From an optimization exercise on the open Yosys and OpenROAD flow, aimed at small area, a short achievable clock period and few clock cycles per item; shortcuts taken in it are not production practice.
The RTL was checked by simulation tests, not by an equivalence proof against the original design.
Power figures rest on the tool's default switching activity, not on a simulated workload.

==> flow/design.v <==
`default_nettype none
package psra_pkg;
    localparam int SLOTS  = 64;
    localparam int WINDOW = 5;
    localparam int KEEP   = WINDOW - 1;    
    localparam int SUM_W  = 19;            
    localparam logic [1:0] ST_NORMAL  = 2'd0;
    localparam logic [1:0] ST_COLD    = 2'd1;
    localparam logic [1:0] ST_HOT     = 2'd2;
    localparam logic [1:0] ST_UNKNOWN = 2'd3;
    localparam logic CFG_COLD = 1'b0;
    localparam logic CFG_HOT  = 1'b1;
    localparam logic signed [15:0] COLD_RESET = 16'sd3840;
    localparam logic signed [15:0] HOT_RESET  = 16'sd6400;
endpackage
`default_nettype wire
`default_nettype none
import psra_pkg::*;
module psra_ram (
    input  wire logic                 i_clk,
    input  wire logic                 i_rst_n,
    input  wire logic                 i_en,
    input  wire logic [15:0]          i_id,
    output logic      [SLOTS-1:0]     o_eq,
    output logic      [SLOTS-1:0]     o_free,
    output logic                      o_full,
    output logic                      o_full1,
    input  wire logic [SLOTS-1:0]     i_upd,
    input  wire logic                 i_upd_new,
    input  wire logic [15:0]          i_upd_id,
    input  wire logic [15:0]          i_upd_t,
    output logic      [16*KEEP-1:0]   o_rd_s,
    output logic      [1:0]           o_rd_c
);
    logic [15:0]        r_tid  [SLOTS];
    logic [16*KEEP-1:0] r_samp [SLOTS];
    logic [1:0]         r_cnt  [SLOTS];
    logic [6:0]         r_nused;
    always_comb begin
        for (int i = 0; i < SLOTS; i++) begin
            o_eq[i]   = (r_nused > 7'(i)) && (r_tid[i] == i_id);
            o_free[i] = (r_nused == 7'(i));
        end
        o_full  = r_nused[6];
        o_full1 = (r_nused >= 7'(SLOTS - 1));
    end
    always_ff @(posedge i_clk) begin
        if (!i_rst_n) begin
            r_nused <= '0;
        end else if (i_en && i_upd_new) begin
            r_nused <= r_nused + 7'd1;
        end
    end
    for (genvar i = 0; i < SLOTS; i++) begin : g_slot
        always_ff @(posedge i_clk) begin
            if (i_en && i_upd_new && i_upd[i]) begin
                r_tid[i] <= i_upd_id;
            end
            if (i_en && i_upd[i]) begin
                r_samp[i] <= {r_samp[i][16*(KEEP-1)-1:0], i_upd_t};
                if (i_upd_new) begin
                    r_cnt[i] <= 2'd0;
                end else if (r_cnt[i] != 2'd3) begin
                    r_cnt[i] <= r_cnt[i] + 2'd1;
                end
            end
        end
    end
    always_comb begin
        o_rd_s = '0;
        o_rd_c = '0;
        for (int i = 0; i < SLOTS; i++) begin
            o_rd_s = o_rd_s | ({(16*KEEP){i_upd[i]}} & r_samp[i]);
            o_rd_c = o_rd_c | ({2{i_upd[i]}} & r_cnt[i]);
        end
    end
endmodule
`default_nettype wire
`default_nettype none
import psra_pkg::*;
module psra_ctrl (
    input  wire logic        i_clk,
    input  wire logic        i_rst_n,
    input  wire logic        i_push,
    input  wire logic [33:0] i_data,
    output logic             o_hold,
    output logic             o_in_ready,
    output logic             o_out_valid,
    input  wire logic        i_out_ready,
    output logic [33:0]      o_out_data
);
    logic        r_ov, r_sv, r_rdy;
    logic [33:0] r_od, r_sd;
    logic        pop;
    logic        n_ov, n_sv;
    assign pop = r_ov && i_out_ready;
    always_comb begin
        n_ov = r_ov;
        n_sv = r_sv;
        if (pop) begin
            n_ov = r_sv;
            n_sv = 1'b0;
        end
        if (i_push) begin
            if (n_ov) begin
                n_sv = 1'b1;
            end else begin
                n_ov = 1'b1;
            end
        end
    end
    always_ff @(posedge i_clk) begin
        if (!i_rst_n) begin
            r_ov   <= 1'b0;
            r_sv   <= 1'b0;
            r_rdy  <= 1'b1;
        end else begin
            r_ov   <= n_ov;
            r_sv   <= n_sv;
            r_rdy  <= !n_sv;
        end
    end
    logic ld_sd, ld_new, keep;
    assign ld_sd  = pop && r_sv;
    assign ld_new = i_push && (!r_ov || pop) && !ld_sd;
    assign keep   = !ld_sd && !ld_new;
    always_ff @(posedge i_clk) begin
        r_od <= ({34{keep}} & r_od) | ({34{ld_sd}} & r_sd) | ({34{ld_new}} & i_data);
        if (i_push && r_ov && !(pop && !r_sv)) begin
            r_sd <= i_data;
        end
    end
    assign o_hold      = r_sv;
    assign o_in_ready  = r_rdy;
    assign o_out_valid = r_ov;
    assign o_out_data  = r_od;
endmodule
`default_nettype wire
`default_nettype none
import psra_pkg::*;
module psra_dp (
    input  wire logic                i_clk,
    input  wire logic                i_rst_n,
    input  wire logic                i_en,
    input  wire logic                i_v,
    input  wire logic                i_unk,
    input  wire logic [15:0]         i_id,
    input  wire logic [15:0]         i_t,
    input  wire logic [16*KEEP-1:0]  i_s,
    input  wire logic                i_old,      
    input  wire logic [1:0]          i_c,        
    input  wire logic signed [15:0]  i_cold,
    input  wire logic signed [15:0]  i_hot,
    output logic                     o_v,
    output logic [33:0]              o_data
);
    logic                    r3_v, r3_unk;
    logic [15:0]             r3_id, r3_t;
    logic [16*KEEP-1:0]      r3_s;
    logic [KEEP-1:0]         r3_m;       
    logic [4:0]              r3_n;       
    always_ff @(posedge i_clk) begin
        if (!i_rst_n) begin
            r3_v <= 1'b0;
        end else if (i_en) begin
            r3_v <= i_v;
        end
        if (i_en) begin
            r3_unk <= i_unk;
            r3_id  <= i_id;
            r3_t   <= i_t;
            r3_s   <= i_s;
            r3_n[0] <= !i_old;
            for (int k = 0; k < KEEP; k++) begin
                r3_m[k]     <= i_old && (i_c >= 2'(k));
                r3_n[k + 1] <= i_old && (i_c == 2'(k));
            end
        end
    end
    logic [SUM_W-1:0] op3 [5];
    logic [SUM_W-1:0] sa, ca, sb, cb, sc3, cc3;
    always_comb begin
        op3[4] = SUM_W'($signed(r3_t));
        for (int k = 0; k < KEEP; k++) begin
            op3[k] = r3_m[k] ? SUM_W'($signed(r3_s[16*k +: 16])) : '0;
        end
        sa  = op3[0] ^ op3[1] ^ op3[2];
        ca  = ((op3[0] & op3[1]) | (op3[0] & op3[2]) | (op3[1] & op3[2])) << 1;
        sb  = sa ^ ca ^ op3[3];
        cb  = ((sa & ca) | (sa & op3[3]) | (ca & op3[3])) << 1;
        sc3 = sb ^ cb ^ op3[4];
        cc3 = ((sb & cb) | (sb & op3[4]) | (cb & op3[4])) << 1;
    end
    logic                    r4_v, r4_unk;
    logic [15:0]             r4_id;
    logic [SUM_W-1:0]        r4_sc;
    logic [SUM_W-1:1]        r4_cc;
    logic [4:0]              r4_n;
    always_ff @(posedge i_clk) begin
        if (!i_rst_n) begin
            r4_v <= 1'b0;
        end else if (i_en) begin
            r4_v <= r3_v;
        end
        if (i_en) begin
            r4_unk <= r3_unk;
            r4_id  <= r3_id;
            r4_sc  <= sc3;
            r4_cc  <= cc3[SUM_W-1:1];
            r4_n   <= r3_n;
        end
    end
    localparam int LO_W = 12;
    localparam int HI_W = SUM_W - LO_W;
    logic [LO_W:0]    lo4;
    logic [HI_W-1:0]  hi4_0;
    logic [HI_W:0]    hi4_1;
    logic [SUM_W-1:0] sum4;
    always_comb begin
        lo4   = {1'b0, r4_sc[LO_W-1:0]} + {1'b0, r4_cc[LO_W-1:1], 1'b0};
        hi4_0 = r4_sc[SUM_W-1:LO_W] + r4_cc[SUM_W-1:LO_W];
        hi4_1 = {r4_sc[SUM_W-1:LO_W], 1'b1} + {r4_cc[SUM_W-1:LO_W], 1'b1};
        sum4  = {lo4[LO_W] ? hi4_1[HI_W:1] : hi4_0, lo4[LO_W-1:0]};
    end
    logic                    r5_v, r5_unk;
    logic [15:0]             r5_id;
    logic [SUM_W-1:0]        r5_sum;
    logic [4:0]              r5_n;
    always_ff @(posedge i_clk) begin
        if (!i_rst_n) begin
            r5_v <= 1'b0;
        end else if (i_en) begin
            r5_v <= r4_v;
        end
        if (i_en) begin
            r5_unk <= r4_unk;
            r5_id  <= r4_id;
            r5_sum <= sum4;
            r5_n   <= r4_n;
        end
    end
    logic [SUM_W-1:0] sum5;
    logic [11:0]      rin3_5;
    logic [19:0]      rin5_5;
    assign sum5 = r5_sum;
    psra_rem3 u_rem3 (.i_sum(sum5), .o_rin(rin3_5));
    psra_rem5 u_rem5 (.i_sum(sum5), .o_rin(rin5_5));
    logic                    r6_v, r6_unk;
    logic [15:0]             r6_id;
    logic [SUM_W-1:0]        r6_sum;
    logic [11:0]             r6_rin3;
    logic [19:0]             r6_rin5;
    logic [4:0]              r6_n;
    always_ff @(posedge i_clk) begin
        if (!i_rst_n) begin
            r6_v <= 1'b0;
        end else if (i_en) begin
            r6_v <= r5_v;
        end
        if (i_en) begin
            r6_unk  <= r5_unk;
            r6_id   <= r5_id;
            r6_sum  <= sum5;
            r6_rin3 <= rin3_5;
            r6_rin5 <= rin5_5;
            r6_n    <= r5_n;
        end
    end
    logic [15:0] q3, q5;
    logic        rnz3, rnz5;
    logic [15:0] quo6;
    logic        inc6;
    psra_quo3 u_quo3 (.i_sum(r6_sum[15:0]), .i_rin(r6_rin3), .o_quo(q3), .o_rnz(rnz3));
    psra_quo5 u_quo5 (.i_sum(r6_sum[15:0]), .i_rin(r6_rin5), .o_quo(q5), .o_rnz(rnz5));
    always_comb begin
        if (r6_n[0]) begin
            quo6 = r6_sum[15:0];
            inc6 = 1'b0;
        end else if (r6_n[1]) begin
            quo6 = r6_sum[16:1];
            inc6 = r6_sum[18] & r6_sum[0];
        end else if (r6_n[3]) begin
            quo6 = r6_sum[17:2];
            inc6 = r6_sum[18] & (|r6_sum[1:0]);
        end else if (r6_n[2]) begin
            quo6 = q3;
            inc6 = r6_sum[18] & rnz3;
        end else begin
            quo6 = q5;
            inc6 = r6_sum[18] & rnz5;
        end
    end
    logic                    r7_v, r7_unk;
    logic [15:0]             r7_id;
    logic [15:0]             r7_quo;
    logic                    r7_inc;
    always_ff @(posedge i_clk) begin
        if (!i_rst_n) begin
            r7_v <= 1'b0;
        end else if (i_en) begin
            r7_v <= r6_v;
        end
        if (i_en) begin
            r7_unk <= r6_unk;
            r7_id  <= r6_id;
            r7_quo <= quo6;
            r7_inc <= inc6;
        end
    end
    logic signed [15:0] mean7;
    logic [1:0]         st7;
    always_comb begin
        mean7 = r7_quo + 16'(r7_inc);
        if (mean7 < i_cold) begin
            st7 = ST_COLD;
        end else if (mean7 > i_hot) begin
            st7 = ST_HOT;
        end else begin
            st7 = ST_NORMAL;
        end
        o_v = r7_v;
        if (r7_unk) begin
            o_data = {r7_id, 16'h0000, ST_UNKNOWN};
        end else begin
            o_data = {r7_id, mean7, st7};
        end
    end
endmodule
`default_nettype wire
`default_nettype none
module psra_rem3 (
    input  wire logic [18:0] i_sum,
    output logic      [11:0] o_rin     
);
    function automatic logic [2:0] res(input logic [3:0] x);
        res[0] = (x == 4'd0) | (x == 4'd3) | (x == 4'd6) | (x == 4'd9) | (x == 4'd12) | (x == 4'd15);
        res[1] = (x == 4'd1) | (x == 4'd4) | (x == 4'd7) | (x == 4'd10) | (x == 4'd13);
        res[2] = (x == 4'd2) | (x == 4'd5) | (x == 4'd8) | (x == 4'd11) | (x == 4'd14);
    endfunction
    function automatic logic [2:0] res_top(input logic [2:0] x);
        res_top[0] = (x == 3'd0) | (x == 3'd3) | (x == 3'd5);
        res_top[1] = (x == 3'd1) | (x == 3'd6);
        res_top[2] = (x == 3'd2) | (x == 3'd4) | (x == 3'd7);
    endfunction
    function automatic logic [2:0] madd(input logic [2:0] a, input logic [2:0] b);
        madd[0] = (a[0] & b[0]) | (a[1] & b[2]) | (a[2] & b[1]);
        madd[1] = (a[0] & b[1]) | (a[1] & b[0]) | (a[2] & b[2]);
        madd[2] = (a[0] & b[2]) | (a[1] & b[1]) | (a[2] & b[0]);
    endfunction
    logic [2:0] rd1, rd2, rd3, rdt, pa, pb, rin0, rin1, rin2;
    always_comb begin
        rd1  = res(i_sum[7:4]);
        rd2  = res(i_sum[11:8]);
        rd3  = res(i_sum[15:12]);
        rdt  = res_top(i_sum[18:16]);
        pa   = madd(rd3, rd2);
        pb   = madd(rdt, rd1);
        rin2 = madd(rdt, rd3);
        rin1 = madd(rdt, pa);
        rin0 = madd(pa, pb);
        o_rin = {rdt, rin2, rin1, rin0};
    end
endmodule
`default_nettype wire
`default_nettype none
module psra_rem5 (
    input  wire logic [18:0] i_sum,
    output logic      [19:0] o_rin     
);
    function automatic logic [4:0] res(input logic [3:0] x);
        res[0] = (x == 4'd0) | (x == 4'd5) | (x == 4'd10) | (x == 4'd15);
        res[1] = (x == 4'd1) | (x == 4'd6) | (x == 4'd11);
        res[2] = (x == 4'd2) | (x == 4'd7) | (x == 4'd12);
        res[3] = (x == 4'd3) | (x == 4'd8) | (x == 4'd13);
        res[4] = (x == 4'd4) | (x == 4'd9) | (x == 4'd14);
    endfunction
    function automatic logic [4:0] res_top(input logic [2:0] x);
        res_top[0] = (x == 3'd0);
        res_top[1] = (x == 3'd1) | (x == 3'd4);
        res_top[2] = (x == 3'd2) | (x == 3'd5);
        res_top[3] = (x == 3'd3) | (x == 3'd6);
        res_top[4] = (x == 3'd7);
    endfunction
    function automatic logic [4:0] madd(input logic [4:0] a, input logic [4:0] b);
        madd[0] = (a[0] & b[0]) | (a[1] & b[4]) | (a[2] & b[3]) | (a[3] & b[2]) | (a[4] & b[1]);
        madd[1] = (a[0] & b[1]) | (a[1] & b[0]) | (a[2] & b[4]) | (a[3] & b[3]) | (a[4] & b[2]);
        madd[2] = (a[0] & b[2]) | (a[1] & b[1]) | (a[2] & b[0]) | (a[3] & b[4]) | (a[4] & b[3]);
        madd[3] = (a[0] & b[3]) | (a[1] & b[2]) | (a[2] & b[1]) | (a[3] & b[0]) | (a[4] & b[4]);
        madd[4] = (a[0] & b[4]) | (a[1] & b[3]) | (a[2] & b[2]) | (a[3] & b[1]) | (a[4] & b[0]);
    endfunction
    logic [4:0] rd1, rd2, rd3, rdt, pa, pb, rin0, rin1, rin2;
    always_comb begin
        rd1  = res(i_sum[7:4]);
        rd2  = res(i_sum[11:8]);
        rd3  = res(i_sum[15:12]);
        rdt  = res_top(i_sum[18:16]);
        pa   = madd(rd3, rd2);
        pb   = madd(rdt, rd1);
        rin2 = madd(rdt, rd3);
        rin1 = madd(rdt, pa);
        rin0 = madd(pa, pb);
        o_rin = {rdt, rin2, rin1, rin0};
    end
endmodule
`default_nettype wire
`default_nettype none
module psra_quo3 (
    input  wire logic [15:0] i_sum,
    input  wire logic [11:0] i_rin,
    output logic      [15:0] o_quo,
    output logic             o_rnz
);
    function automatic logic [2:0] res(input logic [3:0] x);
        res[0] = (x == 4'd0) | (x == 4'd3) | (x == 4'd6) | (x == 4'd9) | (x == 4'd12) | (x == 4'd15);
        res[1] = (x == 4'd1) | (x == 4'd4) | (x == 4'd7) | (x == 4'd10) | (x == 4'd13);
        res[2] = (x == 4'd2) | (x == 4'd5) | (x == 4'd8) | (x == 4'd11) | (x == 4'd14);
    endfunction
    function automatic logic [2:0] madd(input logic [2:0] a, input logic [2:0] b);
        madd[0] = (a[0] & b[0]) | (a[1] & b[2]) | (a[2] & b[1]);
        madd[1] = (a[0] & b[1]) | (a[1] & b[0]) | (a[2] & b[2]);
        madd[2] = (a[0] & b[2]) | (a[1] & b[1]) | (a[2] & b[0]);
    endfunction
    logic [2:0] rf;
    function automatic logic [3:0] qd0(input logic [3:0] x);
        qd0[0] = (x == 4'd3) | (x == 4'd4) | (x == 4'd5) | (x == 4'd9) | (x == 4'd10) | (x == 4'd11) | (x == 4'd15);
        qd0[1] = (x == 4'd6) | (x == 4'd7) | (x == 4'd8) | (x == 4'd9) | (x == 4'd10) | (x == 4'd11);
        qd0[2] = (x == 4'd12) | (x == 4'd13) | (x == 4'd14) | (x == 4'd15);
        qd0[3] = 1'b0;
    endfunction
    function automatic logic [3:0] qd1(input logic [3:0] x);
        qd1[0] = (x == 4'd0) | (x == 4'd1) | (x == 4'd5) | (x == 4'd6) | (x == 4'd7) | (x == 4'd11) | (x == 4'd12) | (x == 4'd13);
        qd1[1] = (x == 4'd2) | (x == 4'd3) | (x == 4'd4) | (x == 4'd5) | (x == 4'd6) | (x == 4'd7) | (x == 4'd14) | (x == 4'd15);
        qd1[2] = (x == 4'd0) | (x == 4'd1) | (x == 4'd2) | (x == 4'd3) | (x == 4'd4) | (x == 4'd5) | (x == 4'd6) | (x == 4'd7);
        qd1[3] = (x == 4'd8) | (x == 4'd9) | (x == 4'd10) | (x == 4'd11) | (x == 4'd12) | (x == 4'd13) | (x == 4'd14) | (x == 4'd15);
    endfunction
    function automatic logic [3:0] qd2(input logic [3:0] x);
        qd2[0] = (x == 4'd1) | (x == 4'd2) | (x == 4'd3) | (x == 4'd7) | (x == 4'd8) | (x == 4'd9) | (x == 4'd13) | (x == 4'd14) | (x == 4'd15);
        qd2[1] = (x == 4'd0) | (x == 4'd1) | (x == 4'd2) | (x == 4'd3) | (x == 4'd10) | (x == 4'd11) | (x == 4'd12) | (x == 4'd13) | (x == 4'd14) | (x == 4'd15);
        qd2[2] = (x == 4'd4) | (x == 4'd5) | (x == 4'd6) | (x == 4'd7) | (x == 4'd8) | (x == 4'd9) | (x == 4'd10) | (x == 4'd11) | (x == 4'd12) | (x == 4'd13) | (x == 4'd14) | (x == 4'd15);
        qd2[3] = (x == 4'd0) | (x == 4'd1) | (x == 4'd2) | (x == 4'd3) | (x == 4'd4) | (x == 4'd5) | (x == 4'd6) | (x == 4'd7) | (x == 4'd8) | (x == 4'd9) | (x == 4'd10) | (x == 4'd11) | (x == 4'd12) | (x == 4'd13) | (x == 4'd14) | (x == 4'd15);
    endfunction
    function automatic logic [3:0] qd(input logic [2:0] r, input logic [3:0] x);
        qd = ({4{r[0]}} & qd0(x))
           | ({4{r[1]}} & qd1(x))
           | ({4{r[2]}} & qd2(x));
    endfunction
    always_comb begin
        for (int k = 0; k < 4; k++) begin
            o_quo[4*k +: 4] = qd(i_rin[3*k +: 3], i_sum[4*k +: 4]);
        end
        rf    = madd(i_rin[2:0], res(i_sum[3:0]));
        o_rnz = !rf[0];
    end
endmodule
`default_nettype wire
`default_nettype none
module psra_quo5 (
    input  wire logic [15:0] i_sum,
    input  wire logic [19:0] i_rin,
    output logic      [15:0] o_quo,
    output logic             o_rnz
);
    function automatic logic [4:0] res(input logic [3:0] x);
        res[0] = (x == 4'd0) | (x == 4'd5) | (x == 4'd10) | (x == 4'd15);
        res[1] = (x == 4'd1) | (x == 4'd6) | (x == 4'd11);
        res[2] = (x == 4'd2) | (x == 4'd7) | (x == 4'd12);
        res[3] = (x == 4'd3) | (x == 4'd8) | (x == 4'd13);
        res[4] = (x == 4'd4) | (x == 4'd9) | (x == 4'd14);
    endfunction
    function automatic logic [4:0] madd(input logic [4:0] a, input logic [4:0] b);
        madd[0] = (a[0] & b[0]) | (a[1] & b[4]) | (a[2] & b[3]) | (a[3] & b[2]) | (a[4] & b[1]);
        madd[1] = (a[0] & b[1]) | (a[1] & b[0]) | (a[2] & b[4]) | (a[3] & b[3]) | (a[4] & b[2]);
        madd[2] = (a[0] & b[2]) | (a[1] & b[1]) | (a[2] & b[0]) | (a[3] & b[4]) | (a[4] & b[3]);
        madd[3] = (a[0] & b[3]) | (a[1] & b[2]) | (a[2] & b[1]) | (a[3] & b[0]) | (a[4] & b[4]);
        madd[4] = (a[0] & b[4]) | (a[1] & b[3]) | (a[2] & b[2]) | (a[3] & b[1]) | (a[4] & b[0]);
    endfunction
    logic [4:0] rf;
    function automatic logic [3:0] qd0(input logic [3:0] x);
        qd0[0] = (x == 4'd5) | (x == 4'd6) | (x == 4'd7) | (x == 4'd8) | (x == 4'd9) | (x == 4'd15);
        qd0[1] = (x == 4'd10) | (x == 4'd11) | (x == 4'd12) | (x == 4'd13) | (x == 4'd14) | (x == 4'd15);
        qd0[2] = 1'b0;
        qd0[3] = 1'b0;
    endfunction
    function automatic logic [3:0] qd1(input logic [3:0] x);
        qd1[0] = (x == 4'd0) | (x == 4'd1) | (x == 4'd2) | (x == 4'd3) | (x == 4'd9) | (x == 4'd10) | (x == 4'd11) | (x == 4'd12) | (x == 4'd13);
        qd1[1] = (x == 4'd0) | (x == 4'd1) | (x == 4'd2) | (x == 4'd3) | (x == 4'd14) | (x == 4'd15);
        qd1[2] = (x == 4'd4) | (x == 4'd5) | (x == 4'd6) | (x == 4'd7) | (x == 4'd8) | (x == 4'd9) | (x == 4'd10) | (x == 4'd11) | (x == 4'd12) | (x == 4'd13) | (x == 4'd14) | (x == 4'd15);
        qd1[3] = 1'b0;
    endfunction
    function automatic logic [3:0] qd2(input logic [3:0] x);
        qd2[0] = (x == 4'd3) | (x == 4'd4) | (x == 4'd5) | (x == 4'd6) | (x == 4'd7) | (x == 4'd13) | (x == 4'd14) | (x == 4'd15);
        qd2[1] = (x == 4'd0) | (x == 4'd1) | (x == 4'd2) | (x == 4'd3) | (x == 4'd4) | (x == 4'd5) | (x == 4'd6) | (x == 4'd7);
        qd2[2] = (x == 4'd0) | (x == 4'd1) | (x == 4'd2) | (x == 4'd3) | (x == 4'd4) | (x == 4'd5) | (x == 4'd6) | (x == 4'd7);
        qd2[3] = (x == 4'd8) | (x == 4'd9) | (x == 4'd10) | (x == 4'd11) | (x == 4'd12) | (x == 4'd13) | (x == 4'd14) | (x == 4'd15);
    endfunction
    function automatic logic [3:0] qd3(input logic [3:0] x);
        qd3[0] = (x == 4'd0) | (x == 4'd1) | (x == 4'd7) | (x == 4'd8) | (x == 4'd9) | (x == 4'd10) | (x == 4'd11);
        qd3[1] = (x == 4'd2) | (x == 4'd3) | (x == 4'd4) | (x == 4'd5) | (x == 4'd6) | (x == 4'd7) | (x == 4'd8) | (x == 4'd9) | (x == 4'd10) | (x == 4'd11);
        qd3[2] = (x == 4'd12) | (x == 4'd13) | (x == 4'd14) | (x == 4'd15);
        qd3[3] = (x == 4'd0) | (x == 4'd1) | (x == 4'd2) | (x == 4'd3) | (x == 4'd4) | (x == 4'd5) | (x == 4'd6) | (x == 4'd7) | (x == 4'd8) | (x == 4'd9) | (x == 4'd10) | (x == 4'd11) | (x == 4'd12) | (x == 4'd13) | (x == 4'd14) | (x == 4'd15);
    endfunction
    function automatic logic [3:0] qd4(input logic [3:0] x);
        qd4[0] = (x == 4'd1) | (x == 4'd2) | (x == 4'd3) | (x == 4'd4) | (x == 4'd5) | (x == 4'd11) | (x == 4'd12) | (x == 4'd13) | (x == 4'd14) | (x == 4'd15);
        qd4[1] = (x == 4'd6) | (x == 4'd7) | (x == 4'd8) | (x == 4'd9) | (x == 4'd10) | (x == 4'd11) | (x == 4'd12) | (x == 4'd13) | (x == 4'd14) | (x == 4'd15);
        qd4[2] = (x == 4'd0) | (x == 4'd1) | (x == 4'd2) | (x == 4'd3) | (x == 4'd4) | (x == 4'd5) | (x == 4'd6) | (x == 4'd7) | (x == 4'd8) | (x == 4'd9) | (x == 4'd10) | (x == 4'd11) | (x == 4'd12) | (x == 4'd13) | (x == 4'd14) | (x == 4'd15);
        qd4[3] = (x == 4'd0) | (x == 4'd1) | (x == 4'd2) | (x == 4'd3) | (x == 4'd4) | (x == 4'd5) | (x == 4'd6) | (x == 4'd7) | (x == 4'd8) | (x == 4'd9) | (x == 4'd10) | (x == 4'd11) | (x == 4'd12) | (x == 4'd13) | (x == 4'd14) | (x == 4'd15);
    endfunction
    function automatic logic [3:0] qd(input logic [4:0] r, input logic [3:0] x);
        qd = ({4{r[0]}} & qd0(x))
           | ({4{r[1]}} & qd1(x))
           | ({4{r[2]}} & qd2(x))
           | ({4{r[3]}} & qd3(x))
           | ({4{r[4]}} & qd4(x));
    endfunction
    always_comb begin
        for (int k = 0; k < 4; k++) begin
            o_quo[4*k +: 4] = qd(i_rin[5*k +: 5], i_sum[4*k +: 4]);
        end
        rf    = madd(i_rin[4:0], res(i_sum[3:0]));
        o_rnz = !rf[0];
    end
endmodule
`default_nettype wire
`default_nettype none
import psra_pkg::*;
module per_sensor_running_average_alarm (
    input  wire logic        i_clk,
    input  wire logic        i_rst_n,
    input  wire logic        i_in_valid,
    output logic             o_in_ready,
    input  wire logic [31:0] i_in_data,
    output logic             o_out_valid,
    input  wire logic        i_out_ready,
    output logic [33:0]      o_out_data,
    input  wire logic        i_cfg_we,
    input  wire logic        i_cfg_idx,
    input  wire logic [15:0] i_cfg_data
);
    logic               hold;
    logic               en;
    logic [SLOTS-1:0]   eq, free;
    logic               full, full1;
    logic [SLOTS-1:0]   free_e;
    logic               full_e;
    logic               fwd2;
    logic [16*KEEP-1:0] rd_s;
    logic [1:0]         rd_c;
    logic               res_v;
    logic [33:0]        res_data;
    logic signed [15:0] r_cold, r_hot;
    logic               r1_v, r1_f;
    logic [15:0]        r1_id, r1_t;
    logic [SLOTS-1:0]   r1_m;
    logic               r2_v, r2_new, r2_unk;
    logic [15:0]        r2_id, r2_t;
    logic [SLOTS-1:0]   r2_sel;
    logic               hit, claim, unk;
    logic [SLOTS-1:0]   sel;
    assign en = !hold;
    psra_ram u_tab (
        .i_clk      (i_clk),
        .i_rst_n    (i_rst_n),
        .i_en       (en),
        .i_id       (i_in_data[31:16]),
        .o_eq       (eq),
        .o_free     (free),
        .o_full     (full),
        .o_full1    (full1),
        .i_upd      (r2_sel),
        .i_upd_new  (r2_new),
        .i_upd_id   (r2_id),
        .i_upd_t    (r2_t),
        .o_rd_s     (rd_s),
        .o_rd_c     (rd_c)
    );
    assign fwd2 = r2_v && r2_new && (r2_id == i_in_data[31:16]);
    always_ff @(posedge i_clk) begin
        if (!i_rst_n) begin
            r1_v <= 1'b0;
        end else if (en) begin
            r1_v <= i_in_valid;
        end
        if (en) begin
            r1_id <= i_in_data[31:16];
            r1_t  <= i_in_data[15:0];
            r1_m  <= eq | (fwd2 ? r2_sel : '0);
            r1_f  <= r1_v && (r1_id == i_in_data[31:16]);
        end
    end
    always_comb begin
        free_e = r2_new ? {free[SLOTS-2:0], 1'b0} : free;
        full_e = r2_new ? full1 : full;
        hit    = |r1_m;
        sel    = r1_f ? r2_sel : (hit ? r1_m : free_e);
        unk    = r1_f ? r2_unk : (!hit && full_e);
        claim  = r1_v && !r1_f && !hit && !full_e;
    end
    always_ff @(posedge i_clk) begin
        r2_sel <= ({SLOTS{en && r1_v}} & sel) | ({SLOTS{!en}} & r2_sel);
    end
    always_ff @(posedge i_clk) begin
        if (!i_rst_n) begin
            r2_v <= 1'b0;
        end else if (en) begin
            r2_v <= r1_v;
        end
        if (en) begin
            r2_new <= claim;
            r2_unk <= unk;
            r2_id  <= r1_id;
            r2_t   <= r1_t;
        end
    end
    psra_dp u_dp (
        .i_clk   (i_clk),
        .i_rst_n (i_rst_n),
        .i_en    (en),
        .i_v     (r2_v),
        .i_unk   (r2_unk),
        .i_id    (r2_id),
        .i_t     (r2_t),
        .i_s     (rd_s),
        .i_old   (!r2_new),
        .i_c     (rd_c),
        .i_cold  (r_cold),
        .i_hot   (r_hot),
        .o_v     (res_v),
        .o_data  (res_data)
    );
    psra_ctrl u_ctrl (
        .i_clk       (i_clk),
        .i_rst_n     (i_rst_n),
        .i_push      (res_v && en),
        .i_data      (res_data),
        .o_hold      (hold),
        .o_in_ready  (o_in_ready),
        .o_out_valid (o_out_valid),
        .i_out_ready (i_out_ready),
        .o_out_data  (o_out_data)
    );
    always_ff @(posedge i_clk) begin
        if (!i_rst_n) begin
            r_cold <= COLD_RESET;
            r_hot  <= HOT_RESET;
        end else if (i_cfg_we) begin
            if (i_cfg_idx == CFG_HOT) begin
                r_hot <= i_cfg_data;
            end else begin
                r_cold <= i_cfg_data;
            end
        end
    end
endmodule
`default_nettype wire
==> flow/run.sh <==
#!/bin/bash
# synth_recipe.tcl (not shown) runs the flow's synth.tcl, then flattens the netlist and writes it again
# the make line also repeats each setting of config.mk as NAME=value (left out here)
make -C /OpenROAD-flow-scripts/flow DESIGN_CONFIG=/design/flow/config.mk WORK_HOME=/design/flow/orfs CLKGATE_MAP_FILE= SYNTH_SCRIPT=/design/flow/synth_recipe.tcl finish
==> flow/config.mk <==
export PLATFORM = sky130hd
export DESIGN_NAME = per_sensor_running_average_alarm
export DESIGN_NICKNAME = per_sensor_running_average_alarm
export VERILOG_FILES = /design/flow/design.v
export SDC_FILE = /design/flow/constraint.sdc
export NUM_CORES = 4
export LEC_CHECK = 0
export CAP_MARGIN = 20
export CORE_MARGIN = 2
export CORE_UTILIZATION = 50
export CTS_CLUSTER_DIAMETER = 70
export CTS_CLUSTER_SIZE = 28
export PLACE_DENSITY = 0.65
export SETUP_SLACK_MARGIN = 5.0
export SLEW_MARGIN = 20
export SYNTH_MEMORY_MAX_BITS = 16384
==> flow/constraint.sdc <==
create_clock -name core_clock -period 8.0 [get_ports {i_clk}]
set_input_delay 1.6000 -clock core_clock [delete_from_list [all_inputs] [get_ports {i_clk}]]
set_output_delay 1.6000 -clock core_clock [all_outputs]
set_load 0.01 [all_outputs]
==> results_dict.tcl, run 1 <==
set metrics [dict create \
    drt_wl_total_mm 855 \
    finalCriticalPeriod_ns 3.19 \
    synth_seq_area_share_pct 77.6 \
    grt.busiest_layer "met2" \
    htree_levels 5 \
    final_cell_mix "edfxtp_1, a22o_1, a221oi_1" \
    p_seq_share_pct 59.6 \
    synth_edf_count 5721 \
    grt_antenna_before_repair 68 \
    path_delay_family "buffers and inverters" \
    final-hold-violation-count 0 \
    place_ws_ns 2.93 \
    dp.cells 18533 \
    holdPathStages 0 \
    crit_cells 4 \
    initial_utilization_pct 50.2 \
    die_w_um 675 \
    crit_fanout 43 \
    max_cap_violations 0 \
    instances_no_fill 19228 \
    dp_hpwl_mm 506 \
    clock_skew_ns 0.0739 \
    max_freq_mhz 314 \
    slew_headroom_pct 16.9 \
    status "no timing/DRC/antenna violations" \
    grt_overflow 0 \
    via_count 142960 \
    ys_types 100 \
    portBuffers 89 \
    ys_ff_latch 5868 \
    syn_area_mm2 0.225 \
    final_area_mm2 0.248 \
    fillers 34185 \
    rsz0062_at_grt "true" \
    die_y_um 675 \
    combPwrFrac_pct 7.2 \
    num_io_pins 90 \
    wl_per_cell_um 44.5 \
    cts_buffer_depth 4 \
    ir_drop_mv 0.199 \
    setup_viol_count_final 0 \
    die-area_mm2 0.456 \
    switching_share_pct 24.3 \
    p_int_mw 43.6 \
    cts_tree "built" \
    synth_warnings 12 \
    place_area_mm2 0.234 \
    required_ns 8.68 \
    grt_pass1_vias 132786 \
    slowest_delay_ns 0.75 \
    grtUsageTotal_pct 36.6 \
    cp-start-kind "flop" \
    avgSynthCellArea_um2 17.4 \
    globalRouteMet3Util_pct 11.9 \
    area_growth_pct 10.1 \
    fin_tns_setup_ns 0 \
    p_clk_share_pct 33.2 \
    insertion_delay_ns 1.08 \
    mostFrequentLayoutCell "edfxtp_1" \
    cp.buffers_inverters 3 \
    async_reset_ff_share_pct 0 \
    fin_ws_ns 4.81 \
    final_layout_size_suffix_gt1_share_pct 10.8 \
    finish.net_count 13250 \
    slew_violations 0 \
    hold_path_class "flop to flop" \
    ys.flop_type "edfxtp_1" \
    firstDrtPassIters 9 \
    core-area_mm2 0.449 \
    gr-usage-met1_pct 48.9 \
    cts_buffers 311 \
    rows 246 \
    cp_data_arrival_time_ns 3.87 \
    synth_fp_nets 13169 \
    leakagePower_nw 78.5 \
    clkSinkCount 5868 \
    fin_hold_ws_ns 0.397 \
    use_met2_pct 53.0 \
    worst_pin_slew_ns 1.25 \
    drc 0 \
    cts_root_buf "clkbuf_16" \
    p_switching_mw 14.0 \
    synthCells 12942 \
    place_congestion 0.993 \
    grt_max_degree 204 \
    clk_pin_slew_ns 0.09 \
    drtIter0Drc 32366 \
    antenna_left 0 \
    vias_per_cell 7.43 \
    endpoint_kind "flop" \
    critical_path.cell_chain "buf_6 > nor2b_4 > buf_4 > buf_8" \
    grt_pass1_wl_mm 1140 \
    path_class "flop to flop" \
    worst-r2r-cell-count 4 \
    cpMaxStageDelayCell "dfxtp_4" \
    min_period_over_period_pct 39.9 \
    powerDensity_mw_per_mm2 232 \
]
## through the flow
stage / power, mW / util [%]
floorplan: 37.3 / -
global placement: 38.6 / 52.2
detailed placement: 38.7 / 52.2
CTS: 57.3 / 55.1
global route: 58.9 / 55.3
finish: 57.6 / 55.3
## power by group through the flow
stage	registers (mW)	clock network, mW	logic [mW]
floorplan	34.8	0	2.52
global placement	35.0	0	3.59
detailed placement	35.0	0	3.68
CTS	34.3	19.0	3.95
global route	34.4	20.0	4.44
finish	34.3	19.1	4.17
## synthesized netlist by cell type, drive strengths merged, types with 14 or more instances
cell type / n / area [µm²]
xnor2: 554 / 4860
dfxtp: 147 / 2940
a32o: 18 / 180
nor2: 209 / 787
a221oi: 1047 / 9180
nor3: 50 / 255
clkbuf: 670 / 2520
buf: 165 / 679
o211ai: 26 / 200
nand2: 361 / 1360
o221ai: 14 / 123
inv: 114 / 428
nand3: 66 / 330
xor2: 555 / 4880
a21oi: 203 / 1020
nor3b: 14 / 105
a31oi: 27 / 169
or4: 67 / 503
and2: 148 / 926
a22oi: 92 / 691
nor4: 172 / 1080
a211oi: 18 / 140
o21ai: 244 / 1220
nand2b: 37 / 231
nand4: 439 / 2750
fa: 52 / 1040
ha: 121 / 1510
a22o: 1060 / 9280
mux2i: 40 / 400
edfxtp: 5721 / 172000
o22ai: 15 / 100
a21boi: 96 / 721
nor2b: 168 / 1050
a21o: 23 / 173
## worst paths after layout
kind / to / slack [ns] / from
min: r2_t[10] / 0.40 / r1_t[10]
max reg2reg: u_tab.r_samp[1][31] / 4.81 / r2_sel[1]
max: u_tab.r_samp[1][31] / 4.81 / r2_sel[1]
min reg2reg: r2_t[10] / 0.40 / r1_t[10]
## kinds of logic (layout without fill, tap and decap cells)
family	Yosys count	after routing	synth area share, %
adders and majority gates	177	177	1.15
xor gates and xnor gates	1109	1110	4.32
other	0	42	0
DFF	5868	5868	77.6
and+or+nand+nor	1786	1787	4.35
buffers and inverters	953	1243	1.61
muxes	51	51	0.236
AOI/OAI and AO/OA	2998	2998	10.8
## per-layer routing
metal | vias up | part of all wire (%)
li1 | 52717 | -
met4 | 50 | 7.3
met5 | - | 0.049
met2 | 15064 | 42
met1 | 72200 | 34
met3 | 2929 | 16
## sequential cells by signal, summed over array words and instances, names as in the netlist, 18 cells and up
name and count:
u_dp.r4_cc 18, u_ctrl.r_od 34, u_dp.r6_rin5 20, u_dp.r6_sum 19, r1_m 64, r2_sel 64, u_dp.r3_s 64, u_dp.r4_sc 18
u_tab.r_cnt 128, u_tab.r_samp 4096, u_dp.r5_sum 19, u_ctrl.r_sd 34, u_tab.r_tid 1024
## layout make-up
cell class	count	area, µm²	share of cell area, %
sequential	5868	175000	70.5
timing repair buffer	601	6280	2.53
tap	5952	7450	3.00
multi-input combinational	6123	48200	19.4
antenna	42	105	0.0424
clock inverter	187	2570	1.04
clock buffer	337	8030	3.24
inverter	118	475	0.192
## timing repair
item,4_1_cts,5_1_grt
endpoints found under the setup margin,2285,412
gates resized for setup,475,119
buffers inserted,85,38
gates cloned,3,3
hold buffers,0,0
pin swaps,17,23
Testbench counts, summed over its fixed seeds: cycles 16,064, items 16,000.
==> run 2: changes to the inputs <==
--- a/flow/config.mk
+++ b/flow/config.mk
@@ -15,2 +15,3 @@
 export SLEW_MARGIN = 20
 export SYNTH_MEMORY_MAX_BITS = 16384
+export TNS_END_PERCENT = 100
==> results_dict.tcl, run 2 <==
set metrics [dict create \
    grt_antenna_before_repair 68 \
    ir_drop_mv 0.199 \
    setup_viol_count_final 0 \
    grtUsageTotal_pct 36.6 \
    htree_levels 5 \
    synth_top_area_share_pct 76.3 \
    fin_tns_setup_ns 0 \
    max_freq_mhz 314 \
    cts_tree "built" \
    cts_buffers 311 \
    rsz0062_at_grt "true" \
    finish.utilization_pct 55.3 \
    largest_register_ffs 4096 \
    fillers 34185 \
    clock_skew_ns 0.0739 \
    cpMaxStageDelayCell "dfxtp_4" \
    via_count 142960 \
    crit_fanout 43 \
    max_cap_violations 0 \
    insertion_delay_ns 1.08 \
    cp-start-kind "flop" \
    min_period_over_period_pct 39.9 \
    die_y_um 675 \
    final_area_mm2 0.248 \
    instances_no_fill 19228 \
    area_growth_pct 10.1 \
    fin_hold_ws_ns 0.397 \
    cts_root_buf "clkbuf_16" \
    slew_headroom_pct 16.9 \
    die-area_mm2 0.456 \
    async_reset_ff_share_pct 0 \
    ys_ff_latch 5868 \
    mostFrequentLayoutCell "edfxtp_1" \
    yosysTopAreaCell "edfxtp_1" \
    required_ns 8.68 \
    status "no timing/DRC/antenna violations" \
    die_w_um 675 \
    portBuffers 89 \
    cts_buffer_depth 4 \
    drtIter0Drc 32366 \
    worst_pin_slew_ns 1.25 \
    drc 0 \
    top_regs "u_tab.r_samp x4096, u_tab.r_tid x1024, u_tab.r_cnt x128" \
    grt_pass1_vias 132786 \
    dp.cells 18533 \
    hold_path_class "flop to flop" \
    synth_area_leaders "edfxtp_1, a22o_1, a221oi_1" \
    yosys-top-cells-count "edfxtp_1, a22o_1, a221oi_1, clkbuf_1, xor2_1" \
    finish.net_count 13250 \
    drt_wl_total_mm 855 \
    critical_path.cell_chain "buf_6 > nor2b_4 > buf_4 > buf_8" \
    cp_data_arrival_time_ns 3.87 \
    core-area_mm2 0.449 \
    antenna_left 0 \
    grt_max_degree 204 \
    leakagePower_nw 78.5 \
    dp_hpwl_mm 506 \
    final_layout_size_suffix_gt1_share_pct 10.8 \
    synthMostInstantiatedCell "edfxtp_1" \
    ys.flop_type "edfxtp_1" \
    slowest_delay_ns 0.75 \
    clkSinkCount 5868 \
    grt_pass1_wl_mm 1140 \
    num_io_pins 90 \
    powerDensity_mw_per_mm2 232 \
    wl_per_cell_um 44.5 \
    synth_warnings 12 \
    finalCriticalPeriod_ns 3.19 \
    top_register "u_tab.r_samp" \
    endpoint_kind "flop" \
    syn_area_mm2 0.225 \
    slew_violations 0 \
    initial_utilization_pct 50.2 \
    path_class "flop to flop" \
    avgSynthCellArea_um2 17.4 \
    firstDrtPassIters 9 \
    synth_fp_nets 13169 \
    synthCells 12942 \
    place_congestion 0.993 \
    rows 246 \
    synth_edf_count 5721 \
    grt_overflow 0 \
    final-hold-violation-count 0 \
    ys_types 100 \
    final_cell_mix "edfxtp_1, a22o_1, a221oi_1" \
    clk_pin_slew_ns 0.09 \
    vias_per_cell 7.43 \
    synth_seq_area_share_pct 77.6 \
    place_area_mm2 0.234 \
]
-- run 2: cells by family (layout without fill, tap and decap cells) --
logic type / count (synthesis) / after routing / share of synthesized area (%)
flops: 5868 / 5868 / 77.6
compound gates: 2998 / 2998 / 10.8
simple gates: 1786 / 1787 / 4.35
xor+xnor: 1109 / 1110 / 4.32
buf+inv: 953 / 1243 / 1.61
fa+ha+maj: 177 / 177 / 1.15
mux: 51 / 51 / 0.236
other cells: 0 / 42 / 0
-- run 2: final cells by class --
| cell class | count | area [µm²] | area share [%] |
|---|---|---|---|
| antenna | 42 | 105 | 0.0424 |
| clock buffer | 337 | 8030 | 3.24 |
| clock inverter | 187 | 2570 | 1.04 |
| inverter | 118 | 475 | 0.192 |
| multi-input combinational | 6123 | 48200 | 19.4 |
| sequential | 5868 | 175000 | 70.5 |
| tap | 5952 | 7450 | 3.00 |
| timing repair buffer | 601 | 6280 | 2.53 |
-- run 2: through the flow --
step | setup WS [ns] | total power, mW
5_1_grt | 4.85 | 58.9
3_5_place_dp | 2.93 | 38.7
6_report | 4.81 | 57.6
3_3_place_gp | 2.81 | 38.6
2_1_floorplan | 4.61 | 37.3
4_1_cts | 4.85 | 57.3
-- run 2: report_power, final --
part           total, mW  switching [mW]  internal (mW)
Clock               19.1            10.9           8.24
Combinational       4.17            2.63           1.53
Sequential          34.3           0.499           33.8
Total               57.6            14.0           43.6
-- run 2: worst paths after layout --
kind / start / end / slack [ns] / cells after the start
min: r1_t[10] / r2_t[10] / 0.40 / 0
max reg2reg: r2_sel[1] / u_tab.r_samp[1][31] / 4.81 / 4
max: r2_sel[1] / u_tab.r_samp[1][31] / 4.81 / 4
min reg2reg: r1_t[10] / r2_t[10] / 0.40 / 0
-- run 2: per-layer routing --
metal  global-route usage, %  part of all wire, %
met3                    11.9                   16
met4                    20.2                  7.3
met5                  0.0531                0.049
met2                    53.0                   42
met1                    48.9                   34
-- run 2: critical path: cells and delay by family (launching register included) --
kind | cells | cell delay [ns]
buffers and inverters | 3 | 1.58
AND/OR/NAND/NOR | 1 | 0.25
flip-flops | 1 | 0.75
-- run 2: what timing repair did --
item | in CTS | in global routing
setup buffers | 85 | 38
gates resized for setup | 475 | 119
hold buffers | 0 | 0
endpoints found under the setup margin | 2285 | 412
pin swaps | 17 | 23
gates cloned | 3 | 3
==> run 3: changes to the inputs <==
--- a/flow/config.mk
+++ b/flow/config.mk
@@ -8,10 +8,9 @@
 export CAP_MARGIN = 20
 export CORE_MARGIN = 2
-export CORE_UTILIZATION = 50
+export CORE_UTILIZATION = 45
 export CTS_CLUSTER_DIAMETER = 70
 export CTS_CLUSTER_SIZE = 28
-export PLACE_DENSITY = 0.65
+export PLACE_DENSITY = 0.62
 export SETUP_SLACK_MARGIN = 5.0
 export SLEW_MARGIN = 20
 export SYNTH_MEMORY_MAX_BITS = 16384
-export TNS_END_PERCENT = 100
==> results_dict.tcl, run 3 <==
set metrics [dict create \
    grt_pass1_vias 128791 \
    clk_pin_slew_ns 0.10 \
    async_reset_ff_share_pct 0 \
    ys_ff_latch 5868 \
    hold_path_class "flop to flop" \
    synth_fp_nets 13169 \
    switching_share_pct 24.3 \
    synthCells 12942 \
    ir_drop_mv 0.223 \
    synth_edf_count 5721 \
    hold_buffers 0 \
    min_period_over_period_pct 40.0 \
    grt_max_degree 105 \
    slew_headroom_pct 17.7 \
    final_cell_mix "edfxtp_1, a22o_1, a221oi_1" \
    p_int_mw 43.5 \
    via_count 139875 \
    avgSynthCellArea_um2 17.4 \
    initial_utilization_pct 45.2 \
    hp-start "r1_t[8]" \
    finish.net_count 13214 \
    top_register "u_tab.r_samp" \
    die-area_mm2 0.506 \
    startpoint "r2_sel[20]" \
    slew_violations 0 \
    worst_pin_slew_ns 1.23 \
    powerDensity_mw_per_mm2 231 \
    largest_register_ffs 4096 \
    cts_tree "built" \
    synth_warnings 12 \
    max_cap_violations 0 \
    drt_wl_total_mm 846 \
    core-area_mm2 0.498 \
    max_freq_mhz 313 \
    wl_met2_mm 356 \
    cp-start-kind "flop" \
    syn_area_mm2 0.225 \
    dp_hpwl_mm 504 \
    instances_no_fill 19889 \
    cts_root_buf "clkbuf_16" \
    clkSinkCount 5868 \
    synthMostInstantiatedCell "edfxtp_1" \
    final-hold-violation-count 0 \
    r2r_start "r2_sel[20]" \
    combPwrFrac_pct 6.9 \
    endpoint_kind "flop" \
    rows 259 \
    cts_buffers 310 \
    ys.flop_type "edfxtp_1" \
    synth_seq_area_share_pct 77.6 \
    fillers 40413 \
    synth_top_area_share_pct 76.3 \
    grtUsageTotal_pct 32.1 \
    mostFrequentLayoutCell "edfxtp_1" \
    status "no timing/DRC/antenna violations" \
    highest_layer "met5" \
    p_switching_mw 14.0 \
    fin_ws_ns 4.80 \
    vias_per_cell 7.03 \
    dp.cells 19218 \
    die_w_um 712 \
    grt_pass1_wl_mm 1120 \
    path_class "flop to flop" \
    die_y_um 712 \
    cts_buffer_depth 4 \
    grt_antenna_before_repair 59 \
    portBuffers 89 \
    place_ws_ns 3.26 \
    drc 0 \
    required_ns 8.77 \
    cp_data_arrival_time_ns 3.96 \
    top_regs "u_tab.r_samp x4096, u_tab.r_tid x1024, u_tab.r_cnt x128" \
    finish.utilization_pct 50.0 \
    final-seq-area_mm2 0.175 \
    rsz0062_at_grt "true" \
    dr_wl_met3_mm 130 \
    synth_area_leaders "edfxtp_1, a22o_1, a221oi_1" \
    fin_tns_setup_ns 0 \
    p_clk_share_pct 33.4 \
    crit_fanout 25 \
    insertion_delay_ns 1.06 \
    place_congestion 0.965 \
    htree_levels 5 \
    num_io_pins 90 \
    wl_met1_mm 307 \
    setup_viol_count_final 0 \
    firstDrtPassIters 12 \
    antenna_left 0 \
    clock_skew_ns 0.0771 \
    wl_per_cell_um 42.5 \
    grt_overflow 0 \
    drtIter0Drc 29891 \
    yosys-top-cells-count "edfxtp_1, a22o_1, a221oi_1, clkbuf_1, xor2_1" \
    yosysTopAreaCell "edfxtp_1" \
    finalCriticalPeriod_ns 3.20 \
    leakagePower_nw 78.4 \
    area_growth_pct 10.5 \
    multiInputGateArea_mm2 0.0483 \
    final_layout_size_suffix_gt1_share_pct 10.7 \
    p_seq_share_pct 59.7 \
    ys_types 100 \
]
-- run 3: cell counts after synthesis --
Identical to the previous run, type by type.
-- run 3: cell type report --
type,instances,area share [%]
antenna,33,0.0332
timing repair inverter,1,0.00653
tap,6655,3.34
clock inverter,192,1.06
inverter,118,0.191
sequential,5868,70.3
multi-input combinational,6121,19.4
timing repair buffer,567,2.43
clock buffer,334,3.22
-- run 3: metrics by stage --
stage | instance area (µm²) | total power, mW | hold WS (ns)
floorplan | 226000 | 37.3 | 0.400
global placement | 235000 | 38.5 | 0.401
detailed placement | 235000 | 38.6 | 0.405
CTS | 248000 | 57.3 | 0.418
global route | 249000 | 58.8 | 0.419
finish | 249000 | 57.5 | 0.406
-- run 3: worst paths after layout --
kind                         to  slack (ns)  cells past startpoint
hold reg to reg         r2_t[8]        0.41                      0
setup / recovery  u_dp.r3_s[18]        4.80                      6
setup reg to reg  u_dp.r3_s[18]        4.80                      6
hold / removal          r2_t[8]        0.41                      0
-- run 3: what timing repair did --
item,in CTS,in global routing
cloned,1,7
resized for setup,490,133
pin swaps,15,20
setup buffers,65,39
setup endpoints to repair,2295,497
-- run 3: logic make-up (layout without fill, tap and decap cells) --
group / count (synthesis) / in the layout / share of synthesized area, %
DFF: 5868 / 5868 / 77.6
AOI/OAI and AO/OA: 2998 / 2998 / 10.8
and+or+nand+nor: 1786 / 1786 / 4.35
xor gates and xnor gates: 1109 / 1109 / 4.32
buffers and inverters: 953 / 1212 / 1.61
adders and majority gates: 177 / 177 / 1.15
muxes: 51 / 51 / 0.236
other: 0 / 33 / 0
-- run 3: layer usage --
metal / track usage [%] / vias up
li1: - / 52663
met5: 0 / -
met2: 46.4 / 13360
met4: 16.0 / 52
met1: 44.1 / 71495
met3: 9.79 / 2305
-- run 3: worst max-delay path, cell delays in order, from the launching register on --
cell      delay (ns)
dfxtp_4         0.41
buf_4           0.33
buf_16          0.35
a22o_1          0.30
a221oi_1        0.44
nand4_1         0.21
or4_1           0.63
-- run 3: power groups by stage --
stage | clock (mW) | sequential, mW | combinational [mW]
6_report | 19.2 | 34.3 | 3.95
5_1_grt | 20.2 | 34.3 | 4.24
4_1_cts | 19.2 | 34.3 | 3.78
3_5_place_dp | 0 | 35.0 | 3.61
3_3_place_gp | 0 | 35.0 | 3.56
2_1_floorplan | 0 | 34.8 | 2.52
==> run 4: changes to the inputs <==
--- a/flow/config.mk
+++ b/flow/config.mk
@@ -8,8 +8,7 @@
 export CAP_MARGIN = 20
 export CORE_MARGIN = 2
-export CORE_UTILIZATION = 45
+export CORE_UTILIZATION = 40
 export CTS_CLUSTER_DIAMETER = 70
 export CTS_CLUSTER_SIZE = 28
-export PLACE_DENSITY = 0.62
 export SETUP_SLACK_MARGIN = 5.0
 export SLEW_MARGIN = 20
==> results_dict.tcl, run 4 <==
set metrics [dict create \
    ir_drop_mv 0.233 \
    yosys-top-cells-count "edfxtp_1, a22o_1, a221oi_1, clkbuf_1, xor2_1" \
    finish.net_count 13222 \
    p_switching_mw 14.6 \
    drt_wl_total_mm 859 \
    slowest_delay_ns 0.54 \
    setup_viol_count_final 0 \
    path_class "flop to flop" \
    slew_headroom_pct 11.2 \
    core-area_mm2 0.561 \
    mostFrequentLayoutCell "edfxtp_1" \
    finish.utilization_pct 44.7 \
    max_cap_violations 0 \
    synth_fp_nets 13169 \
    top_regs "u_tab.r_samp x4096, u_tab.r_tid x1024, u_tab.r_cnt x128" \
    slew_violations 0 \
    num_io_pins 90 \
    min_period_over_period_pct 39.7 \
    firstDrtPassIters 7 \
    cp-start-kind "flop" \
    dp_hpwl_mm 508 \
    rows 275 \
    synth_warnings 12 \
    synth_seq_area_share_pct 77.6 \
    synthCells 12942 \
    hold_path_class "flop to flop" \
    async_reset_ff_share_pct 0 \
    max_freq_mhz 315 \
    clk_pin_slew_ns 0.11 \
    largest_register_ffs 4096 \
    die_y_um 754 \
    ys.flop_type "edfxtp_1" \
    insertion_delay_ns 1.08 \
    leakagePower_nw 78.8 \
    syn_area_mm2 0.225 \
    cpMaxStageDelayCell "nand4_1" \
    grt_max_degree 112 \
    cp_data_arrival_time_ns 3.78 \
    cts_buffer_depth 4 \
    switching_share_pct 24.9 \
    cts_tree "built" \
    die-area_mm2 0.569 \
    synth_edf_count 5721 \
    cts_buffers 330 \
    yosysTopAreaCell "edfxtp_1" \
    drtIter0Drc 29899 \
    vias_per_cell 6.74 \
    grt_pass1_vias 128616 \
    crit_fanout 3 \
    die_w_um 754 \
    portBuffers 89 \
    p_clk_share_pct 34.6 \
    drc 0 \
    final_layout_size_suffix_gt1_share_pct 11.1 \
    clock_skew_ns 0.0944 \
    initial_utilization_pct 40.2 \
    grt_overflow 0 \
    p_int_mw 44.0 \
    powerDensity_mw_per_mm2 234 \
    hold_buffers 0 \
    synth_area_leaders "edfxtp_1, a22o_1, a221oi_1" \
    avgSynthCellArea_um2 17.4 \
    p_seq_share_pct 58.4 \
    ys_ff_latch 5868 \
    dp.cells 20046 \
    via_count 139954 \
    finalCriticalPeriod_ns 3.17 \
    rsz0062_at_grt "true" \
    final_cell_mix "edfxtp_1, a22o_1, a221oi_1" \
    endpoint_kind "flop" \
    critical_path.cell_chain "ha_4 > nand2_2 > o211ai_1 > nand2_2 > o211ai_1 > a21o_1 > mux2i_2 > or4_1 > nand4_1" \
    grt_antenna_before_repair 64 \
    combPwrFrac_pct 7.0 \
    final-hold-violation-count 0 \
    fin_tns_setup_ns 0 \
    grtUsageTotal_pct 29.0 \
    synthMostInstantiatedCell "edfxtp_1" \
    place_congestion 0.946 \
    top_register "u_tab.r_samp" \
    cts_root_buf "clkbuf_16" \
    worst_pin_slew_ns 1.33 \
    status "no timing/DRC/antenna violations" \
    grt_pass1_wl_mm 1140 \
    htree_levels 5 \
    wl_per_cell_um 41.4 \
    ys_types 100 \
    area_growth_pct 11.4 \
    instances_no_fill 20768 \
    clkSinkCount 5868 \
    synth_top_area_share_pct 76.3 \
    antenna_left 0 \
    required_ns 8.61 \
]
[run 4: cell counts after synthesis]
Identical to the previous run, type by type.
[run 4: cell type report]
cell class | count | area [µm²]
antenna | 43 | 108
clock buffer | 351 | 8420
clock inverter | 232 | 3340
fill | 48012 | 310000
inverter | 118 | 475
multi-input combinational | 6122 | 48300
sequential | 5868 | 175000
tap | 7479 | 9360
timing repair buffer | 555 | 5850
[run 4: per-stage QoR]
step                hold slack [ns]  power, mW  setup slack (ns)  area, µm²
floorplan                     0.400       37.3              4.61     226000
global placement              0.401       38.6              3.10     236000
finish                        0.396       58.6              4.83     251000
detailed placement            0.405       38.7              3.11     236000
global route                  0.412       60.0              4.80     251000
CTS                           0.411       58.4              4.77     250000
[run 4: final timing paths]
| check | depth (start not counted) | end | slack, ns | startpoint |
|---|---|---|---|---|
| setup / recovery | 9 | u_dp.r5_sum[15] | 4.83 | u_dp.r4_sc[3] |
| hold / removal | 0 | u_dp.r5_n[3] | 0.40 | u_dp.r4_n[3] |
| setup reg to reg | 9 | u_dp.r5_sum[15] | 4.83 | u_dp.r4_sc[3] |
| hold reg to reg | 0 | u_dp.r5_n[3] | 0.40 | u_dp.r4_n[3] |
[run 4: metal layers]
metal | vias to the layer above | track usage [%] | share of wire (%)
li1 | 52705 | - | -
met1 | 71797 | 39.8 | 36
met2 | 13085 | 42.5 | 42
met3 | 2313 | 7.74 | 15
met4 | 54 | 14.6 | 6.5
met5 | - | 0 | 0.055
[run 4: power by group through the flow]
stage / clock, mW / sequential (mW) / combinational, mW
detailed placement: 0 / 35.0 / 3.68
global route: 21.3 / 34.3 / 4.39
global placement: 0 / 35.0 / 3.64
floorplan: 0 / 34.8 / 2.52
finish: 20.3 / 34.3 / 4.08
CTS: 20.3 / 34.3 / 3.86
[run 4: worst max-delay path: cells and delay by family (launching register included)]
family	cells	cell delay, ns
compound gates	3	0.74
fa+ha+maj	1	0.32
mux	1	0.27
flops	1	0.47
simple gates	4	0.90
[run 4: logic make-up (layout without fill, tap and decap cells)]
family,after synthesis,after routing,share of synthesized area (%)
flops,5868,5868,77.6
compound gates,2998,2998,10.8
mux,51,51,0.236
other cells,0,43,0
fa+ha+maj,177,177,1.15
simple gates,1786,1787,4.35
xor+xnor,1109,1109,4.32
buf+inv,953,1256,1.61
[run 4: what timing repair did]
action | in CTS | in global routing
pin swaps | 14 | 25
cloned | 1 | 6
setup buffers | 65 | 23
endpoints found under the hold margin | 0 | 0
setup endpoints to repair | 2474 | 371
resized for setup | 483 | 142

-- afterwards: timing with drivers on the ports --
The flow's constraints put no driver on any port. The routed layouts listed below were extracted and timed again, unchanged, in two steps.
Step 1: set_driving_cell puts a clkbuf_16 on i_clk and a buf_2 on each other input, an assumption about the parent block.
Step 2 times the ports against the registers' clock, not the clock port: input delays grow and output delays shrink by t, the midpoint of the rising clock arrivals with the driver on.
Three values: ideal ports, drivers, drivers and shift; two values: the first two.
run	t, ns	setup slack, ns	pins driven straight from the clock port
run 1	1.150	4.810 / 4.789 / 3.790	1
run 2	1.150	4.810 / 4.789 / 3.790	1
run 3	1.151	4.802 / 4.753 / 3.746	1
run 4	1.171	4.827 / 4.722 / 3.752	1
After both steps setup and hold are still met in every run listed. The setup slack of run 4, which loses most, moves by -0.105 ns with the drivers and by -1.075 ns with both steps.
